From an optimization exercise on the open Yosys and OpenROAD flow, aimed at small area; shortcuts taken in it are not production practice.
In this exercise RTL edits were held to simulation tests only and were not proved equivalent to the original.

## design.v

```verilog
`default_nettype none
package colorMapperPkg;
    typedef logic [9:0] coordT;
    typedef logic [17:0] memAddrT;
    typedef logic [11:0] rgb12T;
    typedef logic [3:0] chanT;
    typedef struct packed {
        logic valid;         
        logic battle;        
        logic spriteHit;     
    } pixFlagsT;
endpackage
`default_nettype wire
`timescale 1ns/1ps
`default_nettype none
module pipeDelay #(
    parameter int WIDTH = 1,
    parameter int DEPTH = 1
) (
    input  logic    clk,
    input  logic    arstN,
    input  logic [WIDTH-1:0] din,
    output logic [WIDTH-1:0] dout
);
    logic [WIDTH-1:0] stages [DEPTH];
    always_ff @(posedge clk or negedge arstN) begin
        if (!arstN) begin
            for (int i = 0; i < DEPTH; i++) begin
                stages[i] <= '0;
            end
        end else begin
            stages[0] <= din;
            for (int i = 1; i < DEPTH; i++) begin
                stages[i] <= stages[i-1];    
            end
        end
    end
    assign dout = stages[DEPTH-1];
endmodule
`default_nettype wire
`timescale 1ns/1ps
`default_nettype none
module spriteAddrGen (
    input  logic       clk,
    input  logic       arstN,
    input  colorMapperPkg::coordT      drawX,
    input  colorMapperPkg::coordT      drawY,
    input  colorMapperPkg::coordT      playerX,
    input  colorMapperPkg::coordT      playerY,
    input  logic [3:0] playerInput,
    input  logic       startWildBattle,
    input  logic [2:0] wildIndex,
    output colorMapperPkg::memAddrT    spriteAddr,
    output logic       spriteHit
);
    localparam logic [10:0] PlayerSz = 11'(32);
    localparam logic [10:0] MonSz    = 11'(64);
    localparam logic [10:0] PlMonX   = 11'(108);
    localparam logic [10:0] PlMonY   = 11'(308);
    localparam logic [10:0] EnMonX   = 11'(468);
    localparam logic [10:0] EnMonY   = 11'(108);
    localparam colorMapperPkg::memAddrT PlayerWords  = colorMapperPkg::memAddrT'(32 * 32);
    localparam colorMapperPkg::memAddrT MonWords     = colorMapperPkg::memAddrT'(64 * 64);
    logic [10:0] plDx;           
    logic [10:0] plDy;
    logic [10:0] pmDx;
    logic [10:0] pmDy;
    logic [10:0] enDx;
    logic [10:0] enDy;
    logic [1:0]  frame;
    logic        inPlayer;
    logic        inPlayerMon;
    logic        inEnemyMon;
    colorMapperPkg::memAddrT     nextAddr;
    logic        nextHit;
    assign plDx = {1'b0, drawX} - {1'b0, playerX};
    assign plDy = {1'b0, drawY} - {1'b0, playerY};
    assign pmDx = {1'b0, drawX} - PlMonX;
    assign pmDy = {1'b0, drawY} - PlMonY;
    assign enDx = {1'b0, drawX} - EnMonX;
    assign enDy = {1'b0, drawY} - EnMonY;
    assign inPlayer    = (plDx < PlayerSz) && (plDy < PlayerSz);
    assign inPlayerMon = (pmDx < MonSz) && (pmDy < MonSz);
    assign inEnemyMon  = (enDx < MonSz) && (enDy < MonSz);
    always_comb begin
        if (playerInput[0]) begin
            frame = 2'd0;
        end else if (playerInput[1]) begin
            frame = 2'd1;
        end else if (playerInput[2]) begin
            frame = 2'd2;
        end else if (playerInput[3]) begin
            frame = 2'd3;
        end else begin
            frame = 2'd0;                        
        end
    end
    always_comb begin
        nextAddr = '0;
        nextHit  = 1'b0;
        if (startWildBattle) begin
            if (inEnemyMon) begin                
                nextAddr = colorMapperPkg::memAddrT'(0) + colorMapperPkg::memAddrT'(wildIndex) * MonWords
                         + colorMapperPkg::memAddrT'(enDy) * colorMapperPkg::memAddrT'(64) + colorMapperPkg::memAddrT'(enDx);
                nextHit  = 1'b1;
            end else if (inPlayerMon) begin      
                nextAddr = colorMapperPkg::memAddrT'(0)
                         + colorMapperPkg::memAddrT'(pmDy) * colorMapperPkg::memAddrT'(64) + colorMapperPkg::memAddrT'(pmDx);
                nextHit  = 1'b1;
            end
        end else if (inPlayer) begin
            nextAddr = colorMapperPkg::memAddrT'(32768) + colorMapperPkg::memAddrT'(frame) * PlayerWords
                     + colorMapperPkg::memAddrT'(plDy) * colorMapperPkg::memAddrT'(32) + colorMapperPkg::memAddrT'(plDx);
            nextHit  = 1'b1;
        end
    end
    always_ff @(posedge clk or negedge arstN) begin
        if (!arstN) begin
            spriteAddr <= '0;
            spriteHit  <= 1'b0;
        end else begin
            spriteAddr <= nextAddr;
            spriteHit  <= nextHit;
        end
    end
endmodule
`default_nettype wire
`timescale 1ns/1ps
`default_nettype none
module tileAddrGen (
    input  logic    clk,
    input  logic    arstN,
    input  colorMapperPkg::coordT   drawX,
    input  colorMapperPkg::coordT   drawY,
    output colorMapperPkg::memAddrT tileAddr
);
    localparam logic [4:0] LastCol = 5'(640 / 32 - 1);
    localparam logic [4:0] LastRow = 5'(480 / 32 - 1);
    localparam colorMapperPkg::memAddrT TileWords  = colorMapperPkg::memAddrT'(32 * 32);
    logic [4:0]  col;
    logic [4:0]  row;
    logic [11:0] grassMix;       
    logic [4:0]  tile;
    colorMapperPkg::memAddrT     nextAddr;
    assign col = 5'(drawX / 32);
    assign row = 5'(drawY / 32);
    assign grassMix = 12'(col ^ row) * 12'd31 + 12'(col) * 12'd17 + 12'(row) * 12'd11;
    always_comb begin
        if (col == 5'd0) begin
            tile = 5'(row % 3);                  
        end else if (col >= LastCol) begin
            tile = 5'(row % 3) + 5'd3;           
        end else if (row == 5'd0) begin
            tile = col[0] ? 5'd5 : 5'd2;         
        end else if (row >= LastRow) begin
            tile = col[0] ? 5'd3 : 5'd0;         
        end else begin
            tile = 5'(23) + 5'(grassMix % 5);
        end
    end
    assign nextAddr = colorMapperPkg::memAddrT'(36864) + colorMapperPkg::memAddrT'(tile) * TileWords
                    + colorMapperPkg::memAddrT'(drawY % 32) * colorMapperPkg::memAddrT'(32)
                    + colorMapperPkg::memAddrT'(drawX % 32);
    always_ff @(posedge clk or negedge arstN) begin
        if (!arstN) begin
            tileAddr <= '0;
        end else begin
            tileAddr <= nextAddr;
        end
    end
endmodule
`default_nettype wire
`timescale 1ns/1ps
`default_nettype none
module battleBackdrop (
    input  logic  clk,
    input  logic  arstN,
    input  colorMapperPkg::coordT drawX,
    input  colorMapperPkg::coordT drawY,
    output colorMapperPkg::rgb12T backdrop
);
    localparam logic signed [12:0] PlCx  = 13'(140);
    localparam logic signed [12:0] PlCy  = 13'(340);
    localparam logic signed [12:0] EnCx  = 13'(500);
    localparam logic signed [12:0] EnCy  = 13'(140);
    localparam logic signed [25:0] RadSq = 26'(50 * 50);
    logic signed [12:0] plDx;
    logic signed [12:0] plDy;
    logic signed [12:0] enDx;
    logic signed [12:0] enDy;
    logic signed [25:0] plDist;      
    logic signed [25:0] enDist;
    logic               inCircle;
    logic               inFrame;
    assign plDx = $signed({3'b000, drawX}) - PlCx;
    assign plDy = $signed({3'b000, drawY}) - PlCy;
    assign enDx = $signed({3'b000, drawX}) - EnCx;
    assign enDy = $signed({3'b000, drawY}) - EnCy;
    assign plDist = plDx * plDx + plDy * plDy;
    assign enDist = enDx * enDx + enDy * enDy;
    assign inCircle = (plDist <= RadSq) || (enDist <= RadSq);
    assign inFrame  = (drawX >= colorMapperPkg::coordT'(80)) && (drawX < colorMapperPkg::coordT'(560))
                   && (drawY >= colorMapperPkg::coordT'(80)) && (drawY < colorMapperPkg::coordT'(400));
    always_ff @(posedge clk or negedge arstN) begin
        if (!arstN) begin
            backdrop <= '0;
        end else if (inCircle) begin
            backdrop <= {3{4'h6}};
        end else if (inFrame) begin
            backdrop <= 12'hFFF;             
        end else begin
            backdrop <= 12'h000;
        end
    end
endmodule
`default_nettype wire
`timescale 1ns/1ps
`default_nettype none
module pixelCompositor (
    input  logic     clk,
    input  logic     arstN,
    input  colorMapperPkg::pixFlagsT flags,
    input  colorMapperPkg::rgb12T    backdrop,
    input  colorMapperPkg::rgb12T    spriteData,
    input  colorMapperPkg::rgb12T    tileData,
    output logic     rgbValid,
    output colorMapperPkg::chanT     red,
    output colorMapperPkg::chanT     green,
    output colorMapperPkg::chanT     blue
);
    logic  spriteOpaque;
    colorMapperPkg::rgb12T colour;
    assign spriteOpaque = flags.spriteHit && (spriteData != 12'hFFF);
    always_comb begin
        if (spriteOpaque) begin
            colour = spriteData;
        end else if (flags.battle) begin
            colour = backdrop;           
        end else begin
            colour = tileData;           
        end
    end
    always_ff @(posedge clk or negedge arstN) begin
        if (!arstN) begin
            rgbValid <= 1'b0;
        end else begin
            rgbValid <= flags.valid;
        end
    end
    always_ff @(posedge clk) begin
        red   <= colour[11:8];
        green <= colour[7:4];
        blue  <= colour[3:0];
    end
endmodule
`default_nettype wire
`timescale 1ns/1ps
`default_nettype none
module colorMapperTop (
    input  logic       clk,
    input  logic       arstN,
    input  logic       pixelValid,
    input  colorMapperPkg::coordT      drawX,
    input  colorMapperPkg::coordT      drawY,
    input  colorMapperPkg::coordT      playerX,
    input  colorMapperPkg::coordT      playerY,
    input  logic [3:0] playerInput,
    input  logic       startWildBattle,
    input  logic [2:0] wildIndex,
    output colorMapperPkg::memAddrT    spriteAddr,
    output colorMapperPkg::memAddrT    tileAddr,
    input  colorMapperPkg::rgb12T      spriteData,
    input  colorMapperPkg::rgb12T      tileData,
    output logic       rgbValid,
    output colorMapperPkg::chanT       red,
    output colorMapperPkg::chanT       green,
    output colorMapperPkg::chanT       blue
);
    logic     validQ;
    logic     battleQ;
    logic     spriteHit;
    colorMapperPkg::pixFlagsT addrFlags;         
    colorMapperPkg::pixFlagsT memFlags;          
    colorMapperPkg::rgb12T    backdropQ;
    colorMapperPkg::rgb12T    backdropMem;
    always_ff @(posedge clk or negedge arstN) begin
        if (!arstN) begin
            validQ  <= 1'b0;
            battleQ <= 1'b0;
        end else begin
            validQ  <= pixelValid;
            battleQ <= startWildBattle;
        end
    end
    assign addrFlags.valid     = validQ;
    assign addrFlags.battle    = battleQ;
    assign addrFlags.spriteHit = spriteHit;
    spriteAddrGen i_spriteAddrGen (
        .clk(clk), .arstN(arstN),
        .drawX(drawX), .drawY(drawY), .playerX(playerX), .playerY(playerY),
        .playerInput(playerInput), .startWildBattle(startWildBattle),
        .wildIndex(wildIndex), .spriteAddr(spriteAddr), .spriteHit(spriteHit)
    );
    tileAddrGen i_tileAddrGen (
        .clk(clk), .arstN(arstN), .drawX(drawX), .drawY(drawY), .tileAddr(tileAddr)
    );
    battleBackdrop i_battleBackdrop (
        .clk(clk), .arstN(arstN), .drawX(drawX), .drawY(drawY), .backdrop(backdropQ)
    );
    pipeDelay #(.WIDTH(3), .DEPTH(1)) flagDelay (
        .clk(clk), .arstN(arstN), .din(addrFlags), .dout(memFlags)
    );
    pipeDelay #(.WIDTH(12), .DEPTH(1)) backdropDelay (
        .clk(clk), .arstN(arstN), .din(backdropQ), .dout(backdropMem)
    );
    pixelCompositor i_pixelCompositor (
        .clk(clk), .arstN(arstN), .flags(memFlags), .backdrop(backdropMem),
        .spriteData(spriteData), .tileData(tileData),
        .rgbValid(rgbValid), .red(red), .green(green), .blue(blue)
    );
endmodule
`default_nettype wire
```

## run.sh

```bash
#!/bin/bash
# synth_recipe.tcl (not shown) runs the flow's synth.tcl, then flattens the netlist and writes it again
# the make line also repeats each setting of config.mk as NAME=value (left out here)
make -C /OpenROAD-flow-scripts/flow DESIGN_CONFIG=/design/flow/config.mk WORK_HOME=/design/flow/orfs CLKGATE_MAP_FILE= SYNTH_SCRIPT=/design/flow/synth_recipe.tcl finish
```

## config.mk

```make
export PLATFORM = sky130hd
export DESIGN_NAME = colorMapperTop
export DESIGN_NICKNAME = colorMapperTop
export VERILOG_FILES = /design/flow/design.v
export SDC_FILE = /design/flow/constraint.sdc
export NUM_CORES = 4
export LEC_CHECK = 0
export CAP_MARGIN = 20
export CORE_MARGIN = 2
export CORE_UTILIZATION = 40
export SLEW_MARGIN = 20
```

## constraint.sdc

```tcl
create_clock -name core_clock -period 20.0 [get_ports {clk}]
set_input_delay 4.0000 -clock core_clock [delete_from_list [all_inputs] [get_ports {clk}]]
set_output_delay 4.0000 -clock core_clock [all_outputs]
set_load 0.01 [all_outputs]
```

==> run summary <==
## layout make-up
type	instances	share of cell area [%]
clock buffers	13	0.871
clock inverters	3	0.134
inverters	755	9.48
multi-input cells	2138	75.9
flip-flops and latches	58	4.65
well taps	873	3.65
repair buffers	171	5.31
## per-layer routing
metal  GRT usage [%]  wire length (µm)  up-vias
li1                -                 -     9661
met2            32.1             31200      450
met4            4.25              1500        0
met1            26.4             28800     9878
met3            2.04              3390       60
met5               0                 0        -
## flip-flops by register name (all words and copies together) (netlist names)
signal,count
backdropDelay.stages,2
battleQ,1
flagDelay.stages,3
i_battleBackdrop.backdrop,2
i_pixelCompositor.blue,4
i_pixelCompositor.green,4
i_pixelCompositor.red,4
i_pixelCompositor.rgbValid,1
i_spriteAddrGen.spriteAddr,18
i_spriteAddrGen.spriteHit,1
i_tileAddrGen.tileAddr,17
validQ,1
## cell usage after synthesis, types with 39 or more instances
| cell | count |
|---|---|
| nor3_1 | 39 |
| a21oi_1 | 107 |
| o21ai_0 | 70 |
| ha_1 | 295 |
| xor2_1 | 42 |
| xnor2_1 | 105 |
| nand2_1 | 208 |
| nor2_1 | 233 |
| inv_1 | 738 |
| a21o_1 | 62 |
| clkbuf_1 | 40 |
| dfrtp_1 | 46 |
| fa_1 | 555 |
## stage by stage
| stage | area [µm²] | hold WS [ps] | std cells | setup slack, ps |
|---|---|---|---|---|
| floorplan | 27100 | 331 | 3014 | 2100 |
| global placement | 29500 | 333 | 3992 | 427 |
| detailed placement | 29500 | 335 | 3992 | 242 |
| CTS | 29800 | 345 | 4008 | 505 |
| global route | 29900 | 362 | 4011 | 105 |
| finish | 29900 | 344 | 4011 | 1090 |
## path summary, 6_finish.rpt
kind	from	endpoint	slack, ps	cells past startpoint
worst max-delay path	drawY[6]	i_tileAddrGen.tileAddr[14]	1090	57
worst min-delay path	battleQ	flagDelay.stages[0][1]	340	0
worst max register to register	flagDelay.stages[0][0]	i_pixelCompositor.red[1]	18870	4
worst min register to register	battleQ	flagDelay.stages[0][1]	340	0
max in group asynchronous	arstN	i_tileAddrGen.tileAddr[6]	15910	1
min in group asynchronous	arstN	i_tileAddrGen.tileAddr[7]	3680	1
## critical path, delay by kind of cell
kind / cells / cell delay, ps
mux: 2 / 740
fa+ha+maj: 13 / 4890
buf+inv: 8 / 1480
xor+xnor: 2 / 410
simple gates: 14 / 2880
compound gates: 18 / 4660
## what timing repair did
action	4_1_cts	5_1_grt
endpoints found under the setup margin	0	6
hold endpoints to repair	0	0
gates resized for setup	0	17
buffers inserted	0	3
## cell families (layout without fill, tap and decap cells)
| family | Yosys count | in the layout | synth area share (%) |
|---|---|---|---|
| fa+ha+maj | 852 | 852 | 54.8 |
| buf+inv | 818 | 942 | 11.5 |
| simple gates | 667 | 667 | 11.4 |
| compound gates | 447 | 447 | 11.6 |
| xor+xnor | 148 | 148 | 4.82 |
| flops | 58 | 58 | 5.14 |
| mux | 20 | 20 | 0.832 |
| other cells | 1 | 4 | 0.0139 |
==> run summary <==
- DRT iter0 DRCs: 1184
- Total GRT Usage: 19.0%
- Reg clk slew, reported paths: 50 ps
- Final setup skew: 8.79 ps
- Mean Syn Cell Area: 8.99 µm²
- Final setup fails: 0
- Reg area: 1390 µm²
- Row cnt: 95
- Area grow syn2layout: 10.4%
- Port bufs: 122
- Max clock buf depth: 2
- Slew Viols, Final: 0
- Total Routed Length: 64900 µm
- Core area: 67000 µm²
- CP Launch Type: primary input
- Largest cells by area after synthesis: fa_1, ha_1, inv_1
- Ys Warns: 9
- # fillers: 6613
- Initial antenna violation count: 0
- Wire length per cell: 16.2 µm
- DRT antenna net count: 0
- Hold bufs inserted after CTS: 0
- Die area: 69800 µm²
- Most common cell after layout, fill and taps aside: inv_1
- Crit share post-route: 94.5%
- CP Max Fanout: 10
- Share of Yosys cell area claimed by the top area cell type: 41.0%
- FMAX: 52.9 MHz
- Cell taking the most area after synthesis: fa_1
- Clk latency of the worst-skew pair: 330 ps
- Most frequent cells in the layout: inv_1, fa_1, ha_1
- Largest net degree at the start of global routing: 47
- Status: timing/DRC/antenna clean
- Crit path top cell by count: ha_1
- Prevailing post-synth register cell: dfrtp_1
- WP data required: 20210 ps
- EDFF count, synth: 0
- Ant. Diodes: 0
- H-tree levels: 3
- Worst Hold Class: reg -> reg
- Ys async rst share: 79.3%
- Die height: 264 µm
- Drt pass-1 iters: 6
- Final Net Count: 4058
- Final Core Density: 44.6%
- Crit path kind: in -> reg
- Num ports: 124
- Vias: 20000
- Cell count after synthesis: 3011
- Num CTS Buffers: 9
- Die X: 264 µm
- Hold Vio Cnt, Final: 0
- Vias per cell: 5.00
- Final GP Congestion: 0.883
- Share of cells above drive strength 1: 4.53%
- Synth Register Bits: 58
- RSZ-0062 raised after global routing: false
- Vias in the first global route: 20300
- Sink Count: 58
- Min cycle time layout: 18910 ps
- Area occupied by multi-input gates: 22700 µm²
- Seq/Total Area, Yosys: 5.14%
- Initial core utilization: 40.4%
- First-pass GRT wire length: 107000 µm
- Post-DP HPWL: 56600 µm
- Netlist cell types: 105
- Max-cap violations: 0
- Synth Cell Area: 27100 µm²
- Critical-path top delay cell: clkdlybuf4s50_1
- Data arrival, critical path: 19120 ps
- Overflow after GRT: 0
- Root buffer cell: clkbuf_16
- Max-slew headroom: 25.8%
- DRC violation count after routing: 0
- CP peak stage delay: 710 ps
- Worst slew pin tran: 1110 ps
- CP Capture Type: flop
- Setup total negative slack: 0 ps
- CTS tree: done

==> afterwards: timing with drivers on the ports <==
The results above use ideal ports. As a check the final layout listed here was re-extracted and re-timed, cells and wires unchanged.
Step 1 assumes that a clkbuf_16 drives the clock port and a buf_2 every other input.
Step 2 adds t to the input delays and takes it off the output delays; t is the mean of the earliest and latest rising clock arrival at the registers after step 1. Input paths then give back, and output paths get back, about the clock's delay inside the block.
Three values: ideal ports, drivers, drivers and shift; two values: the first two.
t, ns: 0.365
setup WS [ns]: 1.093 / 1.102 / 0.737
hold slack, ns: 0.344 / 0.344 / 0.344
latest minus earliest clock arrival (ns): 0.012 / 0.012
slew at the worst register clock pin (ns): 0.05 / 0.05
After both steps setup and hold are still met in this run. The setup slack of this run moves by +0.009 ns with the drivers and by -0.356 ns with both steps.
